Context: an optimization exercise on an open-source flow, tuned for small area, a short achievable clock period and few clock cycles per item. The choices shown serve that exercise and are no tape-out recipe. The RTL was checked by simulation tests, not by an equivalence proof against the original design. Power figures rest on the tool's default switching activity, not on a simulated workload.

[design/flow/run.sh]
#!/bin/bash
# synth_recipe.tcl (not shown) runs the flow's synth.tcl, then flattens the netlist and writes it again
# the make line also repeats each setting of config.mk as NAME=value (left out here)
make -C /OpenROAD-flow-scripts/flow DESIGN_CONFIG=/design/flow/config.mk WORK_HOME=/design/flow/orfs CLKGATE_MAP_FILE= SYNTH_SCRIPT=/design/flow/synth_recipe.tcl finish
[design/flow/design.v]
package ex_pkg;
  localparam logic [3:0] OP_AND = 4'b0000;
  localparam logic [3:0] OP_OR  = 4'b0001;
  localparam logic [3:0] OP_ADD = 4'b0010;
  localparam logic [3:0] OP_XOR = 4'b0011;
  localparam logic [3:0] OP_SLL = 4'b0100;
  localparam logic [3:0] OP_SRL = 4'b0101;
  localparam logic [3:0] OP_SUB = 4'b0110;
  localparam logic [3:0] OP_SLT = 4'b0111;
  localparam logic [3:0] OP_MUL = 4'b1000;
  localparam logic [3:0] OP_NOR = 4'b1100;
  typedef enum logic {
    ST_IDLE = 1'b0,
    ST_MUL  = 1'b1
  } ex_state_e;
  localparam int unsigned DEFAULT_WIDTH = 32;
  localparam int unsigned MUL_SLICES    = DEFAULT_WIDTH / 8;
  function automatic integer mul_slices(input integer width);
    mul_slices = width / 8;
  endfunction
endpackage
import ex_pkg::*;
module ex_stage
#(
  parameter int unsigned WIDTH = 32
) (
  input  logic             clk,
  input  logic             rst,
  input  logic             in_valid,
  output logic             in_ready,
  input  logic [3:0]       operation,
  input  logic [WIDTH-1:0] op_a,
  input  logic [WIDTH-1:0] op_b,
  input  logic [4:0]       shamt,
  input  logic [4:0]       rd,
  input  logic             reg_write,
  input  logic             stall_in,
  input  logic             flush,
  output logic             out_valid,
  output logic [WIDTH-1:0] result,
  output logic             zero,
  output logic [4:0]       out_rd,
  output logic             out_reg_write,
  output logic             busy
);
  logic v0_q, v1_q;
  logic hold1_s, ld1_s, ld0_s;
  assign hold1_s  = v1_q & stall_in;
  assign ld1_s    = ~hold1_s;
  assign ld0_s    = ~(v0_q & hold1_s);
  assign in_ready = ld0_s;
  always_ff @(posedge clk) begin
    if (!rst || flush) begin
      v0_q <= 1'b0;
      v1_q <= 1'b0;
    end else begin
      if (ld0_s) v0_q <= in_valid;
      if (ld1_s) v1_q <= v0_q;
    end
  end
  logic [31:0] a0_q, b0_q;
  logic [3:0]  op0_q;
  logic [4:0]  rd0_q;
  logic        rw0_q;
  logic        in_sll, in_srl;
  logic [31:0] a_in, b_in, b_rev, pow2;
  assign in_sll = (operation == OP_SLL);
  assign in_srl = (operation == OP_SRL);
  always_comb begin
    for (int i = 0; i < 32; i++) b_rev[i] = op_b[31 - i];
    pow2 = 32'd1 << shamt;
    a_in = in_sll ? op_b : (in_srl ? b_rev : op_a);
    b_in = (in_sll | in_srl) ? pow2 : op_b;
  end
  always_ff @(posedge clk) begin
    if (ld0_s) begin
      a0_q  <= a_in;
      b0_q  <= b_in;
      op0_q <= operation;
      rd0_q <= rd;
      rw0_q <= reg_write;
    end
  end
  logic is_mul, is_add, is_sub, is_slt, is_srl, is_logic;
  assign is_mul = (op0_q == OP_MUL) | (op0_q == OP_SLL) | (op0_q == OP_SRL);
  assign is_srl = (op0_q == OP_SRL);
  assign is_add = (op0_q == OP_ADD);
  assign is_sub = (op0_q == OP_SUB) | (op0_q == OP_SLT);
  assign is_slt = (op0_q == OP_SLT);
  logic [31:0] logic_s;
  always_comb begin
    case (op0_q)
      OP_AND:  logic_s = a0_q & b0_q;
      OP_OR:   logic_s = a0_q | b0_q;
      OP_XOR:  logic_s = a0_q ^ b0_q;
      OP_NOR:  logic_s = ~(a0_q | b0_q);
      default: logic_s = 32'd0;
    endcase
  end
  logic [15:0] bone, btwo, bneg;
  always_comb begin
    for (int i = 0; i < 16; i++) begin
      logic b2, b1, bm;
      b2 = b0_q[2*i+1];
      b1 = b0_q[2*i];
      bm = (i == 0) ? 1'b0 : b0_q[2*i-1];
      bone[i] = b1 ^ bm;
      btwo[i] = (b2 & ~b1 & ~bm) | (~b2 & b1 & bm);
      bneg[i] = b2;
    end
  end
  logic [31:0] a_sh;
  assign a_sh = {a0_q[30:0], 1'b0};
  logic [31:0] pp0;
  logic [29:0] pp1;
  logic [27:0] pp2;
  logic [25:0] pp3;
  logic [23:0] pp4;
  logic [21:0] pp5;
  logic [19:0] pp6;
  logic [17:0] pp7;
  logic [15:0] pp8;
  logic [13:0] pp9;
  logic [11:0] pp10;
  logic [9:0]  pp11;
  logic [7:0]  pp12;
  logic [5:0]  pp13;
  logic [3:0]  pp14;
  logic        pp15_0, pp15_1;
  assign pp0  = ({32{bone[0]}}  & a0_q[31:0]  | {32{btwo[0]}}  & a_sh[31:0])  ^ {32{bneg[0]}};
  assign pp1  = ({30{bone[1]}}  & a0_q[29:0]  | {30{btwo[1]}}  & a_sh[29:0])  ^ {30{bneg[1]}};
  assign pp2  = ({28{bone[2]}}  & a0_q[27:0]  | {28{btwo[2]}}  & a_sh[27:0])  ^ {28{bneg[2]}};
  assign pp3  = ({26{bone[3]}}  & a0_q[25:0]  | {26{btwo[3]}}  & a_sh[25:0])  ^ {26{bneg[3]}};
  assign pp4  = ({24{bone[4]}}  & a0_q[23:0]  | {24{btwo[4]}}  & a_sh[23:0])  ^ {24{bneg[4]}};
  assign pp5  = ({22{bone[5]}}  & a0_q[21:0]  | {22{btwo[5]}}  & a_sh[21:0])  ^ {22{bneg[5]}};
  assign pp6  = ({20{bone[6]}}  & a0_q[19:0]  | {20{btwo[6]}}  & a_sh[19:0])  ^ {20{bneg[6]}};
  assign pp7  = ({18{bone[7]}}  & a0_q[17:0]  | {18{btwo[7]}}  & a_sh[17:0])  ^ {18{bneg[7]}};
  assign pp8  = ({16{bone[8]}}  & a0_q[15:0]  | {16{btwo[8]}}  & a_sh[15:0])  ^ {16{bneg[8]}};
  assign pp9  = ({14{bone[9]}}  & a0_q[13:0]  | {14{btwo[9]}}  & a_sh[13:0])  ^ {14{bneg[9]}};
  assign pp10 = ({12{bone[10]}} & a0_q[11:0]  | {12{btwo[10]}} & a_sh[11:0])  ^ {12{bneg[10]}};
  assign pp11 = ({10{bone[11]}} & a0_q[9:0]   | {10{btwo[11]}} & a_sh[9:0])   ^ {10{bneg[11]}};
  assign pp12 = ({8{bone[12]}}  & a0_q[7:0]   | {8{btwo[12]}}  & a_sh[7:0])   ^ {8{bneg[12]}};
  assign pp13 = ({6{bone[13]}}  & a0_q[5:0]   | {6{btwo[13]}}  & a_sh[5:0])   ^ {6{bneg[13]}};
  assign pp14 = ({4{bone[14]}}  & a0_q[3:0]   | {4{btwo[14]}}  & a_sh[3:0])   ^ {4{bneg[14]}};
  assign pp15_0 = bone[15] & a0_q[0];
  assign pp15_1 = (bone[15] & (a0_q[1] ^ (bneg[15] & a0_q[0]))) | (btwo[15] & a0_q[0]);
  logic [31:0] tree_x, tree_y;
  wire hs0, hc0;
  assign hs0 = pp0[24] ^ pp1[22];
  assign hc0 = pp0[24] & pp1[22];
  wire hs1, hc1;
  assign hs1 = pp0[25] ^ pp1[23];
  assign hc1 = pp0[25] & pp1[23];
  wire fs0, fc0;
  assign fs0 = pp0[26] ^ pp1[24] ^ pp2[22];
  assign fc0 = (pp0[26] & pp1[24]) | (pp0[26] & pp2[22]) | (pp1[24] & pp2[22]);
  wire hs2, hc2;
  assign hs2 = pp3[20] ^ pp4[18];
  assign hc2 = pp3[20] & pp4[18];
  wire fs1, fc1;
  assign fs1 = pp0[27] ^ pp1[25] ^ pp2[23];
  assign fc1 = (pp0[27] & pp1[25]) | (pp0[27] & pp2[23]) | (pp1[25] & pp2[23]);
  wire hs3, hc3;
  assign hs3 = pp3[21] ^ pp4[19];
  assign hc3 = pp3[21] & pp4[19];
  wire fs2, fc2;
  assign fs2 = pp0[28] ^ pp1[26] ^ pp2[24];
  assign fc2 = (pp0[28] & pp1[26]) | (pp0[28] & pp2[24]) | (pp1[26] & pp2[24]);
  wire fs3, fc3;
  assign fs3 = pp3[22] ^ pp4[20] ^ pp5[18];
  assign fc3 = (pp3[22] & pp4[20]) | (pp3[22] & pp5[18]) | (pp4[20] & pp5[18]);
  wire hs4, hc4;
  assign hs4 = pp6[16] ^ pp7[14];
  assign hc4 = pp6[16] & pp7[14];
  wire fs4, fc4;
  assign fs4 = pp0[29] ^ pp1[27] ^ pp2[25];
  assign fc4 = (pp0[29] & pp1[27]) | (pp0[29] & pp2[25]) | (pp1[27] & pp2[25]);
  wire fs5, fc5;
  assign fs5 = pp3[23] ^ pp4[21] ^ pp5[19];
  assign fc5 = (pp3[23] & pp4[21]) | (pp3[23] & pp5[19]) | (pp4[21] & pp5[19]);
  wire hs5, hc5;
  assign hs5 = pp6[17] ^ pp7[15];
  assign hc5 = pp6[17] & pp7[15];
  wire fs6, fc6;
  assign fs6 = pp0[30] ^ pp1[28] ^ pp2[26];
  assign fc6 = (pp0[30] & pp1[28]) | (pp0[30] & pp2[26]) | (pp1[28] & pp2[26]);
  wire fs7, fc7;
  assign fs7 = pp3[24] ^ pp4[22] ^ pp5[20];
  assign fc7 = (pp3[24] & pp4[22]) | (pp3[24] & pp5[20]) | (pp4[22] & pp5[20]);
  wire fs8, fc8;
  assign fs8 = pp6[18] ^ pp7[16] ^ pp8[14];
  assign fc8 = (pp6[18] & pp7[16]) | (pp6[18] & pp8[14]) | (pp7[16] & pp8[14]);
  wire fs9, fc9;
  assign fs9 = pp0[31] ^ pp1[29] ^ pp2[27];
  assign fc9 = (pp0[31] & pp1[29]) | (pp0[31] & pp2[27]) | (pp1[29] & pp2[27]);
  wire fs10, fc10;
  assign fs10 = pp3[25] ^ pp4[23] ^ pp5[21];
  assign fc10 = (pp3[25] & pp4[23]) | (pp3[25] & pp5[21]) | (pp4[23] & pp5[21]);
  wire fs11, fc11;
  assign fs11 = pp6[19] ^ pp7[17] ^ pp8[15];
  assign fc11 = (pp6[19] & pp7[17]) | (pp6[19] & pp8[15]) | (pp7[17] & pp8[15]);
  wire hs6, hc6;
  assign hs6 = pp0[16] ^ pp1[14];
  assign hc6 = pp0[16] & pp1[14];
  wire hs7, hc7;
  assign hs7 = pp0[17] ^ pp1[15];
  assign hc7 = pp0[17] & pp1[15];
  wire fs12, fc12;
  assign fs12 = pp0[18] ^ pp1[16] ^ pp2[14];
  assign fc12 = (pp0[18] & pp1[16]) | (pp0[18] & pp2[14]) | (pp1[16] & pp2[14]);
  wire hs8, hc8;
  assign hs8 = pp3[12] ^ pp4[10];
  assign hc8 = pp3[12] & pp4[10];
  wire fs13, fc13;
  assign fs13 = pp0[19] ^ pp1[17] ^ pp2[15];
  assign fc13 = (pp0[19] & pp1[17]) | (pp0[19] & pp2[15]) | (pp1[17] & pp2[15]);
  wire hs9, hc9;
  assign hs9 = pp3[13] ^ pp4[11];
  assign hc9 = pp3[13] & pp4[11];
  wire fs14, fc14;
  assign fs14 = pp0[20] ^ pp1[18] ^ pp2[16];
  assign fc14 = (pp0[20] & pp1[18]) | (pp0[20] & pp2[16]) | (pp1[18] & pp2[16]);
  wire fs15, fc15;
  assign fs15 = pp3[14] ^ pp4[12] ^ pp5[10];
  assign fc15 = (pp3[14] & pp4[12]) | (pp3[14] & pp5[10]) | (pp4[12] & pp5[10]);
  wire hs10, hc10;
  assign hs10 = pp6[8] ^ pp7[6];
  assign hc10 = pp6[8] & pp7[6];
  wire fs16, fc16;
  assign fs16 = pp0[21] ^ pp1[19] ^ pp2[17];
  assign fc16 = (pp0[21] & pp1[19]) | (pp0[21] & pp2[17]) | (pp1[19] & pp2[17]);
  wire fs17, fc17;
  assign fs17 = pp3[15] ^ pp4[13] ^ pp5[11];
  assign fc17 = (pp3[15] & pp4[13]) | (pp3[15] & pp5[11]) | (pp4[13] & pp5[11]);
  wire hs11, hc11;
  assign hs11 = pp6[9] ^ pp7[7];
  assign hc11 = pp6[9] & pp7[7];
  wire fs18, fc18;
  assign fs18 = pp0[22] ^ pp1[20] ^ pp2[18];
  assign fc18 = (pp0[22] & pp1[20]) | (pp0[22] & pp2[18]) | (pp1[20] & pp2[18]);
  wire fs19, fc19;
  assign fs19 = pp3[16] ^ pp4[14] ^ pp5[12];
  assign fc19 = (pp3[16] & pp4[14]) | (pp3[16] & pp5[12]) | (pp4[14] & pp5[12]);
  wire fs20, fc20;
  assign fs20 = pp6[10] ^ pp7[8] ^ pp8[6];
  assign fc20 = (pp6[10] & pp7[8]) | (pp6[10] & pp8[6]) | (pp7[8] & pp8[6]);
  wire hs12, hc12;
  assign hs12 = pp9[4] ^ pp10[2];
  assign hc12 = pp9[4] & pp10[2];
  wire fs21, fc21;
  assign fs21 = pp0[23] ^ pp1[21] ^ pp2[19];
  assign fc21 = (pp0[23] & pp1[21]) | (pp0[23] & pp2[19]) | (pp1[21] & pp2[19]);
  wire fs22, fc22;
  assign fs22 = pp3[17] ^ pp4[15] ^ pp5[13];
  assign fc22 = (pp3[17] & pp4[15]) | (pp3[17] & pp5[13]) | (pp4[15] & pp5[13]);
  wire fs23, fc23;
  assign fs23 = pp6[11] ^ pp7[9] ^ pp8[7];
  assign fc23 = (pp6[11] & pp7[9]) | (pp6[11] & pp8[7]) | (pp7[9] & pp8[7]);
  wire hs13, hc13;
  assign hs13 = pp9[5] ^ pp10[3];
  assign hc13 = pp9[5] & pp10[3];
  wire fs24, fc24;
  assign fs24 = hs0 ^ pp2[20] ^ pp3[18];
  assign fc24 = (hs0 & pp2[20]) | (hs0 & pp3[18]) | (pp2[20] & pp3[18]);
  wire fs25, fc25;
  assign fs25 = pp4[16] ^ pp5[14] ^ pp6[12];
  assign fc25 = (pp4[16] & pp5[14]) | (pp4[16] & pp6[12]) | (pp5[14] & pp6[12]);
  wire fs26, fc26;
  assign fs26 = pp7[10] ^ pp8[8] ^ pp9[6];
  assign fc26 = (pp7[10] & pp8[8]) | (pp7[10] & pp9[6]) | (pp8[8] & pp9[6]);
  wire fs27, fc27;
  assign fs27 = pp10[4] ^ pp11[2] ^ pp12[0];
  assign fc27 = (pp10[4] & pp11[2]) | (pp10[4] & pp12[0]) | (pp11[2] & pp12[0]);
  wire fs28, fc28;
  assign fs28 = hc0 ^ hs1 ^ pp2[21];
  assign fc28 = (hc0 & hs1) | (hc0 & pp2[21]) | (hs1 & pp2[21]);
  wire fs29, fc29;
  assign fs29 = pp3[19] ^ pp4[17] ^ pp5[15];
  assign fc29 = (pp3[19] & pp4[17]) | (pp3[19] & pp5[15]) | (pp4[17] & pp5[15]);
  wire fs30, fc30;
  assign fs30 = pp6[13] ^ pp7[11] ^ pp8[9];
  assign fc30 = (pp6[13] & pp7[11]) | (pp6[13] & pp8[9]) | (pp7[11] & pp8[9]);
  wire fs31, fc31;
  assign fs31 = pp9[7] ^ pp10[5] ^ pp11[3];
  assign fc31 = (pp9[7] & pp10[5]) | (pp9[7] & pp11[3]) | (pp10[5] & pp11[3]);
  wire fs32, fc32;
  assign fs32 = hc1 ^ fs0 ^ hs2;
  assign fc32 = (hc1 & fs0) | (hc1 & hs2) | (fs0 & hs2);
  wire fs33, fc33;
  assign fs33 = pp5[16] ^ pp6[14] ^ pp7[12];
  assign fc33 = (pp5[16] & pp6[14]) | (pp5[16] & pp7[12]) | (pp6[14] & pp7[12]);
  wire fs34, fc34;
  assign fs34 = pp8[10] ^ pp9[8] ^ pp10[6];
  assign fc34 = (pp8[10] & pp9[8]) | (pp8[10] & pp10[6]) | (pp9[8] & pp10[6]);
  wire fs35, fc35;
  assign fs35 = pp11[4] ^ pp12[2] ^ pp13[0];
  assign fc35 = (pp11[4] & pp12[2]) | (pp11[4] & pp13[0]) | (pp12[2] & pp13[0]);
  wire fs36, fc36;
  assign fs36 = fc0 ^ hc2 ^ fs1;
  assign fc36 = (fc0 & hc2) | (fc0 & fs1) | (hc2 & fs1);
  wire fs37, fc37;
  assign fs37 = hs3 ^ pp5[17] ^ pp6[15];
  assign fc37 = (hs3 & pp5[17]) | (hs3 & pp6[15]) | (pp5[17] & pp6[15]);
  wire fs38, fc38;
  assign fs38 = pp7[13] ^ pp8[11] ^ pp9[9];
  assign fc38 = (pp7[13] & pp8[11]) | (pp7[13] & pp9[9]) | (pp8[11] & pp9[9]);
  wire fs39, fc39;
  assign fs39 = pp10[7] ^ pp11[5] ^ pp12[3];
  assign fc39 = (pp10[7] & pp11[5]) | (pp10[7] & pp12[3]) | (pp11[5] & pp12[3]);
  wire fs40, fc40;
  assign fs40 = fc1 ^ hc3 ^ fs2;
  assign fc40 = (fc1 & hc3) | (fc1 & fs2) | (hc3 & fs2);
  wire fs41, fc41;
  assign fs41 = fs3 ^ hs4 ^ pp8[12];
  assign fc41 = (fs3 & hs4) | (fs3 & pp8[12]) | (hs4 & pp8[12]);
  wire fs42, fc42;
  assign fs42 = pp9[10] ^ pp10[8] ^ pp11[6];
  assign fc42 = (pp9[10] & pp10[8]) | (pp9[10] & pp11[6]) | (pp10[8] & pp11[6]);
  wire fs43, fc43;
  assign fs43 = pp12[4] ^ pp13[2] ^ pp14[0];
  assign fc43 = (pp12[4] & pp13[2]) | (pp12[4] & pp14[0]) | (pp13[2] & pp14[0]);
  wire fs44, fc44;
  assign fs44 = fc2 ^ fc3 ^ hc4;
  assign fc44 = (fc2 & fc3) | (fc2 & hc4) | (fc3 & hc4);
  wire fs45, fc45;
  assign fs45 = fs4 ^ fs5 ^ hs5;
  assign fc45 = (fs4 & fs5) | (fs4 & hs5) | (fs5 & hs5);
  wire fs46, fc46;
  assign fs46 = pp8[13] ^ pp9[11] ^ pp10[9];
  assign fc46 = (pp8[13] & pp9[11]) | (pp8[13] & pp10[9]) | (pp9[11] & pp10[9]);
  wire fs47, fc47;
  assign fs47 = pp11[7] ^ pp12[5] ^ pp13[3];
  assign fc47 = (pp11[7] & pp12[5]) | (pp11[7] & pp13[3]) | (pp12[5] & pp13[3]);
  wire fs48, fc48;
  assign fs48 = fc4 ^ fc5 ^ hc5;
  assign fc48 = (fc4 & fc5) | (fc4 & hc5) | (fc5 & hc5);
  wire fs49, fc49;
  assign fs49 = fs6 ^ fs7 ^ fs8;
  assign fc49 = (fs6 & fs7) | (fs6 & fs8) | (fs7 & fs8);
  wire fs50, fc50;
  assign fs50 = pp9[12] ^ pp10[10] ^ pp11[8];
  assign fc50 = (pp9[12] & pp10[10]) | (pp9[12] & pp11[8]) | (pp10[10] & pp11[8]);
  wire fs51, fc51;
  assign fs51 = pp12[6] ^ pp13[4] ^ pp14[2];
  assign fc51 = (pp12[6] & pp13[4]) | (pp12[6] & pp14[2]) | (pp13[4] & pp14[2]);
  wire fs52, fc52;
  assign fs52 = fc6 ^ fc7 ^ fc8;
  assign fc52 = (fc6 & fc7) | (fc6 & fc8) | (fc7 & fc8);
  wire fs53, fc53;
  assign fs53 = fs9 ^ fs10 ^ fs11;
  assign fc53 = (fs9 & fs10) | (fs9 & fs11) | (fs10 & fs11);
  wire fs54, fc54;
  assign fs54 = pp9[13] ^ pp10[11] ^ pp11[9];
  assign fc54 = (pp9[13] & pp10[11]) | (pp9[13] & pp11[9]) | (pp10[11] & pp11[9]);
  wire fs55, fc55;
  assign fs55 = pp12[7] ^ pp13[5] ^ pp14[3];
  assign fc55 = (pp12[7] & pp13[5]) | (pp12[7] & pp14[3]) | (pp13[5] & pp14[3]);
  wire hs14, hc14;
  assign hs14 = pp0[10] ^ pp1[8];
  assign hc14 = pp0[10] & pp1[8];
  wire hs15, hc15;
  assign hs15 = pp0[11] ^ pp1[9];
  assign hc15 = pp0[11] & pp1[9];
  wire fs56, fc56;
  assign fs56 = pp0[12] ^ pp1[10] ^ pp2[8];
  assign fc56 = (pp0[12] & pp1[10]) | (pp0[12] & pp2[8]) | (pp1[10] & pp2[8]);
  wire hs16, hc16;
  assign hs16 = pp3[6] ^ pp4[4];
  assign hc16 = pp3[6] & pp4[4];
  wire fs57, fc57;
  assign fs57 = pp0[13] ^ pp1[11] ^ pp2[9];
  assign fc57 = (pp0[13] & pp1[11]) | (pp0[13] & pp2[9]) | (pp1[11] & pp2[9]);
  wire hs17, hc17;
  assign hs17 = pp3[7] ^ pp4[5];
  assign hc17 = pp3[7] & pp4[5];
  wire fs58, fc58;
  assign fs58 = pp0[14] ^ pp1[12] ^ pp2[10];
  assign fc58 = (pp0[14] & pp1[12]) | (pp0[14] & pp2[10]) | (pp1[12] & pp2[10]);
  wire fs59, fc59;
  assign fs59 = pp3[8] ^ pp4[6] ^ pp5[4];
  assign fc59 = (pp3[8] & pp4[6]) | (pp3[8] & pp5[4]) | (pp4[6] & pp5[4]);
  wire hs18, hc18;
  assign hs18 = pp6[2] ^ pp7[0];
  assign hc18 = pp6[2] & pp7[0];
  wire fs60, fc60;
  assign fs60 = pp0[15] ^ pp1[13] ^ pp2[11];
  assign fc60 = (pp0[15] & pp1[13]) | (pp0[15] & pp2[11]) | (pp1[13] & pp2[11]);
  wire fs61, fc61;
  assign fs61 = pp3[9] ^ pp4[7] ^ pp5[5];
  assign fc61 = (pp3[9] & pp4[7]) | (pp3[9] & pp5[5]) | (pp4[7] & pp5[5]);
  wire hs19, hc19;
  assign hs19 = pp6[3] ^ pp7[1];
  assign hc19 = pp6[3] & pp7[1];
  wire fs62, fc62;
  assign fs62 = hs6 ^ pp2[12] ^ pp3[10];
  assign fc62 = (hs6 & pp2[12]) | (hs6 & pp3[10]) | (pp2[12] & pp3[10]);
  wire fs63, fc63;
  assign fs63 = pp4[8] ^ pp5[6] ^ pp6[4];
  assign fc63 = (pp4[8] & pp5[6]) | (pp4[8] & pp6[4]) | (pp5[6] & pp6[4]);
  wire fs64, fc64;
  assign fs64 = pp7[2] ^ pp8[0] ^ bneg[8];
  assign fc64 = (pp7[2] & pp8[0]) | (pp7[2] & bneg[8]) | (pp8[0] & bneg[8]);
  wire fs65, fc65;
  assign fs65 = hc6 ^ hs7 ^ pp2[13];
  assign fc65 = (hc6 & hs7) | (hc6 & pp2[13]) | (hs7 & pp2[13]);
  wire fs66, fc66;
  assign fs66 = pp3[11] ^ pp4[9] ^ pp5[7];
  assign fc66 = (pp3[11] & pp4[9]) | (pp3[11] & pp5[7]) | (pp4[9] & pp5[7]);
  wire fs67, fc67;
  assign fs67 = pp6[5] ^ pp7[3] ^ pp8[1];
  assign fc67 = (pp6[5] & pp7[3]) | (pp6[5] & pp8[1]) | (pp7[3] & pp8[1]);
  wire fs68, fc68;
  assign fs68 = hc7 ^ fs12 ^ hs8;
  assign fc68 = (hc7 & fs12) | (hc7 & hs8) | (fs12 & hs8);
  wire fs69, fc69;
  assign fs69 = pp5[8] ^ pp6[6] ^ pp7[4];
  assign fc69 = (pp5[8] & pp6[6]) | (pp5[8] & pp7[4]) | (pp6[6] & pp7[4]);
  wire fs70, fc70;
  assign fs70 = pp8[2] ^ pp9[0] ^ bneg[9];
  assign fc70 = (pp8[2] & pp9[0]) | (pp8[2] & bneg[9]) | (pp9[0] & bneg[9]);
  wire fs71, fc71;
  assign fs71 = fc12 ^ hc8 ^ fs13;
  assign fc71 = (fc12 & hc8) | (fc12 & fs13) | (hc8 & fs13);
  wire fs72, fc72;
  assign fs72 = hs9 ^ pp5[9] ^ pp6[7];
  assign fc72 = (hs9 & pp5[9]) | (hs9 & pp6[7]) | (pp5[9] & pp6[7]);
  wire fs73, fc73;
  assign fs73 = pp7[5] ^ pp8[3] ^ pp9[1];
  assign fc73 = (pp7[5] & pp8[3]) | (pp7[5] & pp9[1]) | (pp8[3] & pp9[1]);
  wire fs74, fc74;
  assign fs74 = fc13 ^ hc9 ^ fs14;
  assign fc74 = (fc13 & hc9) | (fc13 & fs14) | (hc9 & fs14);
  wire fs75, fc75;
  assign fs75 = fs15 ^ hs10 ^ pp8[4];
  assign fc75 = (fs15 & hs10) | (fs15 & pp8[4]) | (hs10 & pp8[4]);
  wire fs76, fc76;
  assign fs76 = pp9[2] ^ pp10[0] ^ bneg[10];
  assign fc76 = (pp9[2] & pp10[0]) | (pp9[2] & bneg[10]) | (pp10[0] & bneg[10]);
  wire fs77, fc77;
  assign fs77 = fc14 ^ fc15 ^ hc10;
  assign fc77 = (fc14 & fc15) | (fc14 & hc10) | (fc15 & hc10);
  wire fs78, fc78;
  assign fs78 = fs16 ^ fs17 ^ hs11;
  assign fc78 = (fs16 & fs17) | (fs16 & hs11) | (fs17 & hs11);
  wire fs79, fc79;
  assign fs79 = pp8[5] ^ pp9[3] ^ pp10[1];
  assign fc79 = (pp8[5] & pp9[3]) | (pp8[5] & pp10[1]) | (pp9[3] & pp10[1]);
  wire fs80, fc80;
  assign fs80 = fc16 ^ fc17 ^ hc11;
  assign fc80 = (fc16 & fc17) | (fc16 & hc11) | (fc17 & hc11);
  wire fs81, fc81;
  assign fs81 = fs18 ^ fs19 ^ fs20;
  assign fc81 = (fs18 & fs19) | (fs18 & fs20) | (fs19 & fs20);
  wire fs82, fc82;
  assign fs82 = hs12 ^ pp11[0] ^ bneg[11];
  assign fc82 = (hs12 & pp11[0]) | (hs12 & bneg[11]) | (pp11[0] & bneg[11]);
  wire fs83, fc83;
  assign fs83 = fc18 ^ fc19 ^ fc20;
  assign fc83 = (fc18 & fc19) | (fc18 & fc20) | (fc19 & fc20);
  wire fs84, fc84;
  assign fs84 = hc12 ^ fs21 ^ fs22;
  assign fc84 = (hc12 & fs21) | (hc12 & fs22) | (fs21 & fs22);
  wire fs85, fc85;
  assign fs85 = fs23 ^ hs13 ^ pp11[1];
  assign fc85 = (fs23 & hs13) | (fs23 & pp11[1]) | (hs13 & pp11[1]);
  wire fs86, fc86;
  assign fs86 = fc21 ^ fc22 ^ fc23;
  assign fc86 = (fc21 & fc22) | (fc21 & fc23) | (fc22 & fc23);
  wire fs87, fc87;
  assign fs87 = hc13 ^ fs24 ^ fs25;
  assign fc87 = (hc13 & fs24) | (hc13 & fs25) | (fs24 & fs25);
  wire fs88, fc88;
  assign fs88 = fs26 ^ fs27 ^ bneg[12];
  assign fc88 = (fs26 & fs27) | (fs26 & bneg[12]) | (fs27 & bneg[12]);
  wire fs89, fc89;
  assign fs89 = fc24 ^ fc25 ^ fc26;
  assign fc89 = (fc24 & fc25) | (fc24 & fc26) | (fc25 & fc26);
  wire fs90, fc90;
  assign fs90 = fc27 ^ fs28 ^ fs29;
  assign fc90 = (fc27 & fs28) | (fc27 & fs29) | (fs28 & fs29);
  wire fs91, fc91;
  assign fs91 = fs30 ^ fs31 ^ pp12[1];
  assign fc91 = (fs30 & fs31) | (fs30 & pp12[1]) | (fs31 & pp12[1]);
  wire fs92, fc92;
  assign fs92 = fc28 ^ fc29 ^ fc30;
  assign fc92 = (fc28 & fc29) | (fc28 & fc30) | (fc29 & fc30);
  wire fs93, fc93;
  assign fs93 = fc31 ^ fs32 ^ fs33;
  assign fc93 = (fc31 & fs32) | (fc31 & fs33) | (fs32 & fs33);
  wire fs94, fc94;
  assign fs94 = fs34 ^ fs35 ^ bneg[13];
  assign fc94 = (fs34 & fs35) | (fs34 & bneg[13]) | (fs35 & bneg[13]);
  wire fs95, fc95;
  assign fs95 = fc32 ^ fc33 ^ fc34;
  assign fc95 = (fc32 & fc33) | (fc32 & fc34) | (fc33 & fc34);
  wire fs96, fc96;
  assign fs96 = fc35 ^ fs36 ^ fs37;
  assign fc96 = (fc35 & fs36) | (fc35 & fs37) | (fs36 & fs37);
  wire fs97, fc97;
  assign fs97 = fs38 ^ fs39 ^ pp13[1];
  assign fc97 = (fs38 & fs39) | (fs38 & pp13[1]) | (fs39 & pp13[1]);
  wire fs98, fc98;
  assign fs98 = fc36 ^ fc37 ^ fc38;
  assign fc98 = (fc36 & fc37) | (fc36 & fc38) | (fc37 & fc38);
  wire fs99, fc99;
  assign fs99 = fc39 ^ fs40 ^ fs41;
  assign fc99 = (fc39 & fs40) | (fc39 & fs41) | (fs40 & fs41);
  wire fs100, fc100;
  assign fs100 = fs42 ^ fs43 ^ bneg[14];
  assign fc100 = (fs42 & fs43) | (fs42 & bneg[14]) | (fs43 & bneg[14]);
  wire fs101, fc101;
  assign fs101 = fc40 ^ fc41 ^ fc42;
  assign fc101 = (fc40 & fc41) | (fc40 & fc42) | (fc41 & fc42);
  wire fs102, fc102;
  assign fs102 = fc43 ^ fs44 ^ fs45;
  assign fc102 = (fc43 & fs44) | (fc43 & fs45) | (fs44 & fs45);
  wire fs103, fc103;
  assign fs103 = fs46 ^ fs47 ^ pp14[1];
  assign fc103 = (fs46 & fs47) | (fs46 & pp14[1]) | (fs47 & pp14[1]);
  wire fs104, fc104;
  assign fs104 = fc44 ^ fc45 ^ fc46;
  assign fc104 = (fc44 & fc45) | (fc44 & fc46) | (fc45 & fc46);
  wire fs105, fc105;
  assign fs105 = fc47 ^ fs48 ^ fs49;
  assign fc105 = (fc47 & fs48) | (fc47 & fs49) | (fs48 & fs49);
  wire fs106, fc106;
  assign fs106 = fs50 ^ fs51 ^ pp15_0;
  assign fc106 = (fs50 & fs51) | (fs50 & pp15_0) | (fs51 & pp15_0);
  wire fs107, fc107;
  assign fs107 = fc48 ^ fc49 ^ fc50;
  assign fc107 = (fc48 & fc49) | (fc48 & fc50) | (fc49 & fc50);
  wire fs108, fc108;
  assign fs108 = fc51 ^ fs52 ^ fs53;
  assign fc108 = (fc51 & fs52) | (fc51 & fs53) | (fs52 & fs53);
  wire fs109, fc109;
  assign fs109 = fs54 ^ fs55 ^ pp15_1;
  assign fc109 = (fs54 & fs55) | (fs54 & pp15_1) | (fs55 & pp15_1);
  wire hs20, hc20;
  assign hs20 = pp0[6] ^ pp1[4];
  assign hc20 = pp0[6] & pp1[4];
  wire hs21, hc21;
  assign hs21 = pp0[7] ^ pp1[5];
  assign hc21 = pp0[7] & pp1[5];
  wire fs110, fc110;
  assign fs110 = pp0[8] ^ pp1[6] ^ pp2[4];
  assign fc110 = (pp0[8] & pp1[6]) | (pp0[8] & pp2[4]) | (pp1[6] & pp2[4]);
  wire hs22, hc22;
  assign hs22 = pp3[2] ^ pp4[0];
  assign hc22 = pp3[2] & pp4[0];
  wire fs111, fc111;
  assign fs111 = pp0[9] ^ pp1[7] ^ pp2[5];
  assign fc111 = (pp0[9] & pp1[7]) | (pp0[9] & pp2[5]) | (pp1[7] & pp2[5]);
  wire hs23, hc23;
  assign hs23 = pp3[3] ^ pp4[1];
  assign hc23 = pp3[3] & pp4[1];
  wire fs112, fc112;
  assign fs112 = hs14 ^ pp2[6] ^ pp3[4];
  assign fc112 = (hs14 & pp2[6]) | (hs14 & pp3[4]) | (pp2[6] & pp3[4]);
  wire fs113, fc113;
  assign fs113 = pp4[2] ^ pp5[0] ^ bneg[5];
  assign fc113 = (pp4[2] & pp5[0]) | (pp4[2] & bneg[5]) | (pp5[0] & bneg[5]);
  wire fs114, fc114;
  assign fs114 = hc14 ^ hs15 ^ pp2[7];
  assign fc114 = (hc14 & hs15) | (hc14 & pp2[7]) | (hs15 & pp2[7]);
  wire fs115, fc115;
  assign fs115 = pp3[5] ^ pp4[3] ^ pp5[1];
  assign fc115 = (pp3[5] & pp4[3]) | (pp3[5] & pp5[1]) | (pp4[3] & pp5[1]);
  wire fs116, fc116;
  assign fs116 = hc15 ^ fs56 ^ hs16;
  assign fc116 = (hc15 & fs56) | (hc15 & hs16) | (fs56 & hs16);
  wire fs117, fc117;
  assign fs117 = pp5[2] ^ pp6[0] ^ bneg[6];
  assign fc117 = (pp5[2] & pp6[0]) | (pp5[2] & bneg[6]) | (pp6[0] & bneg[6]);
  wire fs118, fc118;
  assign fs118 = fc56 ^ hc16 ^ fs57;
  assign fc118 = (fc56 & hc16) | (fc56 & fs57) | (hc16 & fs57);
  wire fs119, fc119;
  assign fs119 = hs17 ^ pp5[3] ^ pp6[1];
  assign fc119 = (hs17 & pp5[3]) | (hs17 & pp6[1]) | (pp5[3] & pp6[1]);
  wire fs120, fc120;
  assign fs120 = fc57 ^ hc17 ^ fs58;
  assign fc120 = (fc57 & hc17) | (fc57 & fs58) | (hc17 & fs58);
  wire fs121, fc121;
  assign fs121 = fs59 ^ hs18 ^ bneg[7];
  assign fc121 = (fs59 & hs18) | (fs59 & bneg[7]) | (hs18 & bneg[7]);
  wire fs122, fc122;
  assign fs122 = fc58 ^ fc59 ^ hc18;
  assign fc122 = (fc58 & fc59) | (fc58 & hc18) | (fc59 & hc18);
  wire fs123, fc123;
  assign fs123 = fs60 ^ fs61 ^ hs19;
  assign fc123 = (fs60 & fs61) | (fs60 & hs19) | (fs61 & hs19);
  wire fs124, fc124;
  assign fs124 = fc60 ^ fc61 ^ hc19;
  assign fc124 = (fc60 & fc61) | (fc60 & hc19) | (fc61 & hc19);
  wire fs125, fc125;
  assign fs125 = fs62 ^ fs63 ^ fs64;
  assign fc125 = (fs62 & fs63) | (fs62 & fs64) | (fs63 & fs64);
  wire fs126, fc126;
  assign fs126 = fc62 ^ fc63 ^ fc64;
  assign fc126 = (fc62 & fc63) | (fc62 & fc64) | (fc63 & fc64);
  wire fs127, fc127;
  assign fs127 = fs65 ^ fs66 ^ fs67;
  assign fc127 = (fs65 & fs66) | (fs65 & fs67) | (fs66 & fs67);
  wire fs128, fc128;
  assign fs128 = fc65 ^ fc66 ^ fc67;
  assign fc128 = (fc65 & fc66) | (fc65 & fc67) | (fc66 & fc67);
  wire fs129, fc129;
  assign fs129 = fs68 ^ fs69 ^ fs70;
  assign fc129 = (fs68 & fs69) | (fs68 & fs70) | (fs69 & fs70);
  wire fs130, fc130;
  assign fs130 = fc68 ^ fc69 ^ fc70;
  assign fc130 = (fc68 & fc69) | (fc68 & fc70) | (fc69 & fc70);
  wire fs131, fc131;
  assign fs131 = fs71 ^ fs72 ^ fs73;
  assign fc131 = (fs71 & fs72) | (fs71 & fs73) | (fs72 & fs73);
  wire fs132, fc132;
  assign fs132 = fc71 ^ fc72 ^ fc73;
  assign fc132 = (fc71 & fc72) | (fc71 & fc73) | (fc72 & fc73);
  wire fs133, fc133;
  assign fs133 = fs74 ^ fs75 ^ fs76;
  assign fc133 = (fs74 & fs75) | (fs74 & fs76) | (fs75 & fs76);
  wire fs134, fc134;
  assign fs134 = fc74 ^ fc75 ^ fc76;
  assign fc134 = (fc74 & fc75) | (fc74 & fc76) | (fc75 & fc76);
  wire fs135, fc135;
  assign fs135 = fs77 ^ fs78 ^ fs79;
  assign fc135 = (fs77 & fs78) | (fs77 & fs79) | (fs78 & fs79);
  wire fs136, fc136;
  assign fs136 = fc77 ^ fc78 ^ fc79;
  assign fc136 = (fc77 & fc78) | (fc77 & fc79) | (fc78 & fc79);
  wire fs137, fc137;
  assign fs137 = fs80 ^ fs81 ^ fs82;
  assign fc137 = (fs80 & fs81) | (fs80 & fs82) | (fs81 & fs82);
  wire fs138, fc138;
  assign fs138 = fc80 ^ fc81 ^ fc82;
  assign fc138 = (fc80 & fc81) | (fc80 & fc82) | (fc81 & fc82);
  wire fs139, fc139;
  assign fs139 = fs83 ^ fs84 ^ fs85;
  assign fc139 = (fs83 & fs84) | (fs83 & fs85) | (fs84 & fs85);
  wire fs140, fc140;
  assign fs140 = fc83 ^ fc84 ^ fc85;
  assign fc140 = (fc83 & fc84) | (fc83 & fc85) | (fc84 & fc85);
  wire fs141, fc141;
  assign fs141 = fs86 ^ fs87 ^ fs88;
  assign fc141 = (fs86 & fs87) | (fs86 & fs88) | (fs87 & fs88);
  wire fs142, fc142;
  assign fs142 = fc86 ^ fc87 ^ fc88;
  assign fc142 = (fc86 & fc87) | (fc86 & fc88) | (fc87 & fc88);
  wire fs143, fc143;
  assign fs143 = fs89 ^ fs90 ^ fs91;
  assign fc143 = (fs89 & fs90) | (fs89 & fs91) | (fs90 & fs91);
  wire fs144, fc144;
  assign fs144 = fc89 ^ fc90 ^ fc91;
  assign fc144 = (fc89 & fc90) | (fc89 & fc91) | (fc90 & fc91);
  wire fs145, fc145;
  assign fs145 = fs92 ^ fs93 ^ fs94;
  assign fc145 = (fs92 & fs93) | (fs92 & fs94) | (fs93 & fs94);
  wire fs146, fc146;
  assign fs146 = fc92 ^ fc93 ^ fc94;
  assign fc146 = (fc92 & fc93) | (fc92 & fc94) | (fc93 & fc94);
  wire fs147, fc147;
  assign fs147 = fs95 ^ fs96 ^ fs97;
  assign fc147 = (fs95 & fs96) | (fs95 & fs97) | (fs96 & fs97);
  wire fs148, fc148;
  assign fs148 = fc95 ^ fc96 ^ fc97;
  assign fc148 = (fc95 & fc96) | (fc95 & fc97) | (fc96 & fc97);
  wire fs149, fc149;
  assign fs149 = fs98 ^ fs99 ^ fs100;
  assign fc149 = (fs98 & fs99) | (fs98 & fs100) | (fs99 & fs100);
  wire fs150, fc150;
  assign fs150 = fc98 ^ fc99 ^ fc100;
  assign fc150 = (fc98 & fc99) | (fc98 & fc100) | (fc99 & fc100);
  wire fs151, fc151;
  assign fs151 = fs101 ^ fs102 ^ fs103;
  assign fc151 = (fs101 & fs102) | (fs101 & fs103) | (fs102 & fs103);
  wire fs152, fc152;
  assign fs152 = fc101 ^ fc102 ^ fc103;
  assign fc152 = (fc101 & fc102) | (fc101 & fc103) | (fc102 & fc103);
  wire fs153, fc153;
  assign fs153 = fs104 ^ fs105 ^ fs106;
  assign fc153 = (fs104 & fs105) | (fs104 & fs106) | (fs105 & fs106);
  wire fs154, fc154;
  assign fs154 = fc104 ^ fc105 ^ fc106;
  assign fc154 = (fc104 & fc105) | (fc104 & fc106) | (fc105 & fc106);
  wire fs155, fc155;
  assign fs155 = fs107 ^ fs108 ^ fs109;
  assign fc155 = (fs107 & fs108) | (fs107 & fs109) | (fs108 & fs109);
  wire hs24, hc24;
  assign hs24 = pp0[4] ^ pp1[2];
  assign hc24 = pp0[4] & pp1[2];
  wire hs25, hc25;
  assign hs25 = pp0[5] ^ pp1[3];
  assign hc25 = pp0[5] & pp1[3];
  wire fs156, fc156;
  assign fs156 = hs20 ^ pp2[2] ^ pp3[0];
  assign fc156 = (hs20 & pp2[2]) | (hs20 & pp3[0]) | (pp2[2] & pp3[0]);
  wire fs157, fc157;
  assign fs157 = hc20 ^ hs21 ^ pp2[3];
  assign fc157 = (hc20 & hs21) | (hc20 & pp2[3]) | (hs21 & pp2[3]);
  wire fs158, fc158;
  assign fs158 = hc21 ^ fs110 ^ hs22;
  assign fc158 = (hc21 & fs110) | (hc21 & hs22) | (fs110 & hs22);
  wire fs159, fc159;
  assign fs159 = fc110 ^ hc22 ^ fs111;
  assign fc159 = (fc110 & hc22) | (fc110 & fs111) | (hc22 & fs111);
  wire fs160, fc160;
  assign fs160 = fc111 ^ hc23 ^ fs112;
  assign fc160 = (fc111 & hc23) | (fc111 & fs112) | (hc23 & fs112);
  wire fs161, fc161;
  assign fs161 = fc112 ^ fc113 ^ fs114;
  assign fc161 = (fc112 & fc113) | (fc112 & fs114) | (fc113 & fs114);
  wire fs162, fc162;
  assign fs162 = fc114 ^ fc115 ^ fs116;
  assign fc162 = (fc114 & fc115) | (fc114 & fs116) | (fc115 & fs116);
  wire fs163, fc163;
  assign fs163 = fc116 ^ fc117 ^ fs118;
  assign fc163 = (fc116 & fc117) | (fc116 & fs118) | (fc117 & fs118);
  wire fs164, fc164;
  assign fs164 = fc118 ^ fc119 ^ fs120;
  assign fc164 = (fc118 & fc119) | (fc118 & fs120) | (fc119 & fs120);
  wire fs165, fc165;
  assign fs165 = fc120 ^ fc121 ^ fs122;
  assign fc165 = (fc120 & fc121) | (fc120 & fs122) | (fc121 & fs122);
  wire fs166, fc166;
  assign fs166 = fc122 ^ fc123 ^ fs124;
  assign fc166 = (fc122 & fc123) | (fc122 & fs124) | (fc123 & fs124);
  wire fs167, fc167;
  assign fs167 = fc124 ^ fc125 ^ fs126;
  assign fc167 = (fc124 & fc125) | (fc124 & fs126) | (fc125 & fs126);
  wire fs168, fc168;
  assign fs168 = fc126 ^ fc127 ^ fs128;
  assign fc168 = (fc126 & fc127) | (fc126 & fs128) | (fc127 & fs128);
  wire fs169, fc169;
  assign fs169 = fc128 ^ fc129 ^ fs130;
  assign fc169 = (fc128 & fc129) | (fc128 & fs130) | (fc129 & fs130);
  wire fs170, fc170;
  assign fs170 = fc130 ^ fc131 ^ fs132;
  assign fc170 = (fc130 & fc131) | (fc130 & fs132) | (fc131 & fs132);
  wire fs171, fc171;
  assign fs171 = fc132 ^ fc133 ^ fs134;
  assign fc171 = (fc132 & fc133) | (fc132 & fs134) | (fc133 & fs134);
  wire fs172, fc172;
  assign fs172 = fc134 ^ fc135 ^ fs136;
  assign fc172 = (fc134 & fc135) | (fc134 & fs136) | (fc135 & fs136);
  wire fs173, fc173;
  assign fs173 = fc136 ^ fc137 ^ fs138;
  assign fc173 = (fc136 & fc137) | (fc136 & fs138) | (fc137 & fs138);
  wire fs174, fc174;
  assign fs174 = fc138 ^ fc139 ^ fs140;
  assign fc174 = (fc138 & fc139) | (fc138 & fs140) | (fc139 & fs140);
  wire fs175, fc175;
  assign fs175 = fc140 ^ fc141 ^ fs142;
  assign fc175 = (fc140 & fc141) | (fc140 & fs142) | (fc141 & fs142);
  wire fs176, fc176;
  assign fs176 = fc142 ^ fc143 ^ fs144;
  assign fc176 = (fc142 & fc143) | (fc142 & fs144) | (fc143 & fs144);
  wire fs177, fc177;
  assign fs177 = fc144 ^ fc145 ^ fs146;
  assign fc177 = (fc144 & fc145) | (fc144 & fs146) | (fc145 & fs146);
  wire fs178, fc178;
  assign fs178 = fc146 ^ fc147 ^ fs148;
  assign fc178 = (fc146 & fc147) | (fc146 & fs148) | (fc147 & fs148);
  wire fs179, fc179;
  assign fs179 = fc148 ^ fc149 ^ fs150;
  assign fc179 = (fc148 & fc149) | (fc148 & fs150) | (fc149 & fs150);
  wire fs180, fc180;
  assign fs180 = fc150 ^ fc151 ^ fs152;
  assign fc180 = (fc150 & fc151) | (fc150 & fs152) | (fc151 & fs152);
  wire fs181, fc181;
  assign fs181 = fc152 ^ fc153 ^ fs154;
  assign fc181 = (fc152 & fc153) | (fc152 & fs154) | (fc153 & fs154);
  wire hs26, hc26;
  assign hs26 = pp0[2] ^ pp1[0];
  assign hc26 = pp0[2] & pp1[0];
  wire hs27, hc27;
  assign hs27 = pp0[3] ^ pp1[1];
  assign hc27 = pp0[3] & pp1[1];
  wire fs182, fc182;
  assign fs182 = hs24 ^ pp2[0] ^ bneg[2];
  assign fc182 = (hs24 & pp2[0]) | (hs24 & bneg[2]) | (pp2[0] & bneg[2]);
  wire fs183, fc183;
  assign fs183 = hc24 ^ hs25 ^ pp2[1];
  assign fc183 = (hc24 & hs25) | (hc24 & pp2[1]) | (hs25 & pp2[1]);
  wire fs184, fc184;
  assign fs184 = hc25 ^ fs156 ^ bneg[3];
  assign fc184 = (hc25 & fs156) | (hc25 & bneg[3]) | (fs156 & bneg[3]);
  wire fs185, fc185;
  assign fs185 = fc156 ^ fs157 ^ pp3[1];
  assign fc185 = (fc156 & fs157) | (fc156 & pp3[1]) | (fs157 & pp3[1]);
  wire fs186, fc186;
  assign fs186 = fc157 ^ fs158 ^ bneg[4];
  assign fc186 = (fc157 & fs158) | (fc157 & bneg[4]) | (fs158 & bneg[4]);
  wire fs187, fc187;
  assign fs187 = fc158 ^ fs159 ^ hs23;
  assign fc187 = (fc158 & fs159) | (fc158 & hs23) | (fs159 & hs23);
  wire fs188, fc188;
  assign fs188 = fc159 ^ fs160 ^ fs113;
  assign fc188 = (fc159 & fs160) | (fc159 & fs113) | (fs160 & fs113);
  wire fs189, fc189;
  assign fs189 = fc160 ^ fs161 ^ fs115;
  assign fc189 = (fc160 & fs161) | (fc160 & fs115) | (fs161 & fs115);
  wire fs190, fc190;
  assign fs190 = fc161 ^ fs162 ^ fs117;
  assign fc190 = (fc161 & fs162) | (fc161 & fs117) | (fs162 & fs117);
  wire fs191, fc191;
  assign fs191 = fc162 ^ fs163 ^ fs119;
  assign fc191 = (fc162 & fs163) | (fc162 & fs119) | (fs163 & fs119);
  wire fs192, fc192;
  assign fs192 = fc163 ^ fs164 ^ fs121;
  assign fc192 = (fc163 & fs164) | (fc163 & fs121) | (fs164 & fs121);
  wire fs193, fc193;
  assign fs193 = fc164 ^ fs165 ^ fs123;
  assign fc193 = (fc164 & fs165) | (fc164 & fs123) | (fs165 & fs123);
  wire fs194, fc194;
  assign fs194 = fc165 ^ fs166 ^ fs125;
  assign fc194 = (fc165 & fs166) | (fc165 & fs125) | (fs166 & fs125);
  wire fs195, fc195;
  assign fs195 = fc166 ^ fs167 ^ fs127;
  assign fc195 = (fc166 & fs167) | (fc166 & fs127) | (fs167 & fs127);
  wire fs196, fc196;
  assign fs196 = fc167 ^ fs168 ^ fs129;
  assign fc196 = (fc167 & fs168) | (fc167 & fs129) | (fs168 & fs129);
  wire fs197, fc197;
  assign fs197 = fc168 ^ fs169 ^ fs131;
  assign fc197 = (fc168 & fs169) | (fc168 & fs131) | (fs169 & fs131);
  wire fs198, fc198;
  assign fs198 = fc169 ^ fs170 ^ fs133;
  assign fc198 = (fc169 & fs170) | (fc169 & fs133) | (fs170 & fs133);
  wire fs199, fc199;
  assign fs199 = fc170 ^ fs171 ^ fs135;
  assign fc199 = (fc170 & fs171) | (fc170 & fs135) | (fs171 & fs135);
  wire fs200, fc200;
  assign fs200 = fc171 ^ fs172 ^ fs137;
  assign fc200 = (fc171 & fs172) | (fc171 & fs137) | (fs172 & fs137);
  wire fs201, fc201;
  assign fs201 = fc172 ^ fs173 ^ fs139;
  assign fc201 = (fc172 & fs173) | (fc172 & fs139) | (fs173 & fs139);
  wire fs202, fc202;
  assign fs202 = fc173 ^ fs174 ^ fs141;
  assign fc202 = (fc173 & fs174) | (fc173 & fs141) | (fs174 & fs141);
  wire fs203, fc203;
  assign fs203 = fc174 ^ fs175 ^ fs143;
  assign fc203 = (fc174 & fs175) | (fc174 & fs143) | (fs175 & fs143);
  wire fs204, fc204;
  assign fs204 = fc175 ^ fs176 ^ fs145;
  assign fc204 = (fc175 & fs176) | (fc175 & fs145) | (fs176 & fs145);
  wire fs205, fc205;
  assign fs205 = fc176 ^ fs177 ^ fs147;
  assign fc205 = (fc176 & fs177) | (fc176 & fs147) | (fs177 & fs147);
  wire fs206, fc206;
  assign fs206 = fc177 ^ fs178 ^ fs149;
  assign fc206 = (fc177 & fs178) | (fc177 & fs149) | (fs178 & fs149);
  wire fs207, fc207;
  assign fs207 = fc178 ^ fs179 ^ fs151;
  assign fc207 = (fc178 & fs179) | (fc178 & fs151) | (fs179 & fs151);
  wire fs208, fc208;
  assign fs208 = fc179 ^ fs180 ^ fs153;
  assign fc208 = (fc179 & fs180) | (fc179 & fs153) | (fs180 & fs153);
  wire fs209, fc209;
  assign fs209 = fc180 ^ fs181 ^ fs155;
  assign fc209 = (fc180 & fs181) | (fc180 & fs155) | (fs181 & fs155);
  assign tree_x = {fc208, fc207, fc206, fc205, fc204, fc203, fc202, fc201, fc200, fc199, fc198, fc197, fc196, fc195, fc194, fc193, fc192, fc191, fc190, fc189, fc188, fc187, fc186, fc185, fc184, fc183, fc182, hc27, hc26, hs26, pp0[1], pp0[0]};
  assign tree_y = {fs209, fs208, fs207, fs206, fs205, fs204, fs203, fs202, fs201, fs200, fs199, fs198, fs197, fs196, fs195, fs194, fs193, fs192, fs191, fs190, fs189, fs188, fs187, fs186, fs185, fs184, fs183, fs182, hs27, bneg[1], 1'b0, 1'b0};
  logic [31:0] x_d, y_d;
  logic        c_d;
  always_comb begin
    if (is_mul) begin
      x_d = tree_x;
      y_d = tree_y;
      c_d = bneg[0];
    end else if (is_add | is_sub) begin
      x_d = a0_q;
      y_d = is_sub ? ~b0_q : b0_q;
      c_d = is_sub;
    end else begin
      x_d = logic_s;
      y_d = 32'd0;
      c_d = 1'b0;
    end
  end
  logic [31:0] x1_q, y1_q;
  logic        c1_q, slt1_q, srl1_q;
  logic [4:0]  rd1_q;
  logic        rw1_q;
  always_ff @(posedge clk) begin
    if (ld1_s) begin
      x1_q   <= x_d;
      y1_q   <= y_d;
      c1_q   <= c_d;
      slt1_q <= is_slt;
      srl1_q <= is_srl;
      rd1_q  <= rd0_q;
      rw1_q  <= rw0_q;
    end
  end
  logic [32:0] sum_w;
  logic [31:0] s, s_rev;
  logic        lt, zsum;
  logic [31:0] zterm;
  assign sum_w = {x1_q, 1'b1} + {y1_q, c1_q};
  assign s     = sum_w[32:1];
  always_comb begin
    for (int i = 0; i < 32; i++) s_rev[i] = s[31 - i];
  end
  assign lt = (x1_q[31] == y1_q[31]) ? x1_q[31] : s[31];
  assign zterm = (x1_q ^ y1_q) ^ {x1_q[30:0] | y1_q[30:0], c1_q};
  assign zsum  = ~|zterm;
  assign result        = slt1_q ? {31'd0, lt} : (srl1_q ? s_rev : s);
  assign zero          = slt1_q ? ~lt : zsum;
  assign out_valid     = v1_q;
  assign out_rd        = rd1_q;
  assign out_reg_write = rw1_q;
  assign busy          = v0_q;
endmodule
[design/flow/config.mk]
export PLATFORM = sky130hd
export DESIGN_NAME = ex_stage
export DESIGN_NICKNAME = ex_stage
export VERILOG_FILES = /design/flow/design.v
export SDC_FILE = /design/flow/constraint.sdc
export NUM_CORES = 4
export LEC_CHECK = 0
export CAP_MARGIN = 20
export CORE_MARGIN = 2
export CORE_UTILIZATION = 40
export SLEW_MARGIN = 20
[design/flow/constraint.sdc]
create_clock -name core_clock -period 10.0 [get_ports {clk}]
set_input_delay 2.0000 -clock core_clock [delete_from_list [all_inputs] [get_ports {clk}]]
set_output_delay 2.0000 -clock core_clock [all_outputs]
set_load 0.01 [all_outputs]
==> impl_metrics.ini <==
[floorplanning]
num_rows = 95
die_h_um = 263
coreArea_um2 = 66900
fp.dieArea_um2 = 69300
start_util_pct = 40.2
dieWidth_um = 263
boundaryPins = 126

[sta]
drv_slew = 0
clock.fmax_mhz = 146
period_minus_slack_ns = 6.87
fin_crit_sh_pct = 68.7
tightest_slew_ns = 1.16
skew_ns = 0.0139
fin_setup_tns_ns = 0
slew-limit-headroom_pct = 22.7
timing.hold.ws_ns = 0.422
timing.final.hold_violations = 0
rsz0062_at_grt = false
setup_violations = 0

[routing]
wl_mm = 110
first_iter_violations = 4355
drt_pass1_iterations = 8
ant_nets = 0
via_per_inst = 6.36
wire_per_inst_um = 25.4
num_vias = 27400
drc = 0

[synth]
synth_edf_count = 147
syn_inst = 3579
yosysWarnings = 1
synth_ff_type = edfxtp_1
synth_area_um2 = 26900
ys_seq_area_share_pct = 16.6
ys_ff_latch = 149
syn_nets = 4007
ys_async_sr_fraction_pct = 0
synth_cell_type_count = 75
syn_area_per_cell_um2 = 7.51

[setup_path]
crit_slowest_cell = edfxtp_1
cp.required_ns = 10.23
path_cells = buf_4 -> nand2_1 -> nor2_1 -> a211oi_1 -> nor2_1 -> a221oi_1 -> fa_1 -> inv_1 -> fa_1 -> inv_1 -> fa_1 -> inv_1 -> fa_1 -> fa_1 -> xnor2_1 -> xnor2_1 -> xnor2_1 -> xnor2_1 -> xnor2_1 -> xnor3_1 -> xnor2_1 -> a22o_1
worst-path-stages = 22
critPathMaxStageDelay_ns = 0.73
crit_type = register to register
worst_ep_arrival_time_ns = 7.11
critPathBufInv = 4
crit_path_frequent_cell = xnor2_1
crit_family = adder cells
critPathMaxFanout = 68
worstSetupEndpointType = register
start_kind = register
r2r_cells = 22

[clock_tree]
clock-root-buffer = clkbuf_16
cts.clk_slew.worst_paths_ns = 0.07
clockBufferDepth = 2
ctsResizeCount = 0
postCtsHoldBufs = 0
clk_latency_ns = 0.48
numCtsBuffers = 17
postCtsSetupRepairBufs = 0
cts_sinks = 149
cts_tree = done
h-tree-depth = 4

[global_route]
grt_pass1_wl_mm = 161
grt_start_max_net_pins = 99
antenna_found_initial = 4
grt.total_usage_pct = 30.8
grt_pass1_vias = 24600
grt-ovfl-total = 0

[pwr]
leakage_nw = 11.6
powerDensity_nw_per_um2 = 240
peakVddDrop_mv = 0.302
p_total_mw = 6.98

[hold_path]
min_path_cells = 0
hold_class = register to register

[place]
port_buffers = 125
gp_congestion = 0.989
dp_cells = 4273
hpwl_mm = 78.1

[job]
drv_cap = 0

[final_layout]
syn_to_final_growth_pct = 8.16
fin_cells = 4306
layout.nets = 3847
drive_above_1_share_pct = 5.22

[run_status]
status = finished clean
==> worst paths after layout <==
check                               from        to  slack, ns
worst min-delay path            rd0_q[3]  rd1_q[3]       0.42
worst min register to register  rd0_q[3]  rd1_q[3]       0.42
worst max-delay path             b0_q[1]  y1_q[31]       3.13
worst max register to register   b0_q[1]  y1_q[31]       3.13
==> metrics by stage <==
step | util (%) | area, um^2 | worst slack (ns)
global placement | 42.6 | 28500 | 3.28
CTS | 43.5 | 29100 | 3.22
floorplan | - | 26900 | 4.13
detailed placement | 42.6 | 28500 | 3.26
finish | 43.5 | 29100 | 3.13
global route | 43.5 | 29100 | 2.78
==> state kept, by name, indices dropped and copies added (netlist names), 4 cells and up <==
register / count
a0_q: 32
b0_q: 32
op0_q: 4
rd0_q: 5
rd1_q: 5
x1_q: 32
y1_q: 32
==> report_power, final <==
part	total (mW)	internal, mW	leakage [nW]	switching, mW
registers	0.943	0.836	1.66	0.108
logic	5.37	2.23	9.67	3.13
clock network	0.672	0.372	0.280	0.299
total	6.98	3.44	11.6	3.54
==> layer usage <==
layer  wire (um)  vias to the layer above  GRT usage [%]
met3       11200                      362           6.04
met2       47700                     1676           46.5
li1            -                    12400              -
met5          26                        -              0
met4        7720                        4           19.7
met1       42900                    12900           40.4
==> cell usage in the layout, fill, tap and decap left out, drive strengths merged, types with 17 or more instances in the layout <==
master / count
fa: 190
xor2: 44
nand3: 54
nand2: 349
a222oi: 30
o22ai: 125
inv: 313
ha: 154
xnor2: 122
a21o: 19
a21oi: 471
a221oi: 65
buf: 101
a31oi: 25
mux2i: 45
o311a: 39
a22oi: 111
clkdlybuf4s50: 124
clkbuf: 17
edfxtp: 147
o31ai: 40
o221ai: 36
a211oi: 81
nor2: 291
o21ai: 228
==> cells by family (layout without fill, tap and decap cells) <==
| group | Yosys count | count (layout) | synth area share [%] |
|---|---|---|---|
| AO/OA/AOI/OAI | 1330 | 1330 | 31.3 |
| XOR/XNOR | 168 | 168 | 5.57 |
| adder cells (fa/ha/maj) | 348 | 348 | 21.5 |
| buffers and inverters | 720 | 573 | 10.2 |
| flip-flops | 149 | 149 | 16.6 |
| multiplexers | 57 | 57 | 2.18 |
| other | 0 | 1 | 0 |
| AND/OR/NAND/NOR | 807 | 807 | 12.7 |
==> cell usage after synthesis, drive strengths merged (83+ instances only) <==
cell type,n,share of area [%]
edfxtp,147,16
xnor2,122,4.0
o21ai,228,4.3
a21oi,471,8.8
inv,306,4.3
clkbuf,321,4.5
nand2,349,4.9
buf,83,1.3
a22oi,111,3.1
nor2,291,4.1
o22ai,125,2.9
fa,190,14
ha,154,7.2
==> area by class of cell <==
class	instances	area [um^2]
Fill cell	6848	37800
Multi-Input combinational cell	2710	19800
Sequential cell	149	4450
Timing Repair Buffer	225	2000
Inverter	316	1190
Tap cell	873	1090
Clock buffer	17	425
Clock inverter	15	168
Antenna cell	1	2.50
Testbench counts, summed over its fixed seeds: cycles 13,329, items 12,000.

[what the ideal ports hide]
The flow's constraints put no driver on any port. The routed layout listed below was extracted and timed again, unchanged, in two steps.
Step 1 assumes that a clkbuf_16 drives the clock port and a buf_2 every other input.
Step 2, shift: input delay + t, output delay - t, t = (earliest + latest rising clock arrival at the registers) / 2. This alone moves slack from input paths to output paths.
Three values: ideal, step 1, step 2; two values: the first two.
t (ns): 0.540
setup slack, ns: 3.128 / 3.128 / 3.128
hold slack, ns: 0.422 / 0.422 / 0.422
slew at the worst register clock pin (ns): 0.08 / 0.08
worst data-port slew with drivers (ns): 0.04
After both steps this run still meets setup and hold. The setup slack of this run moves by 0.000 ns with the drivers and by 0.000 ns with both steps.
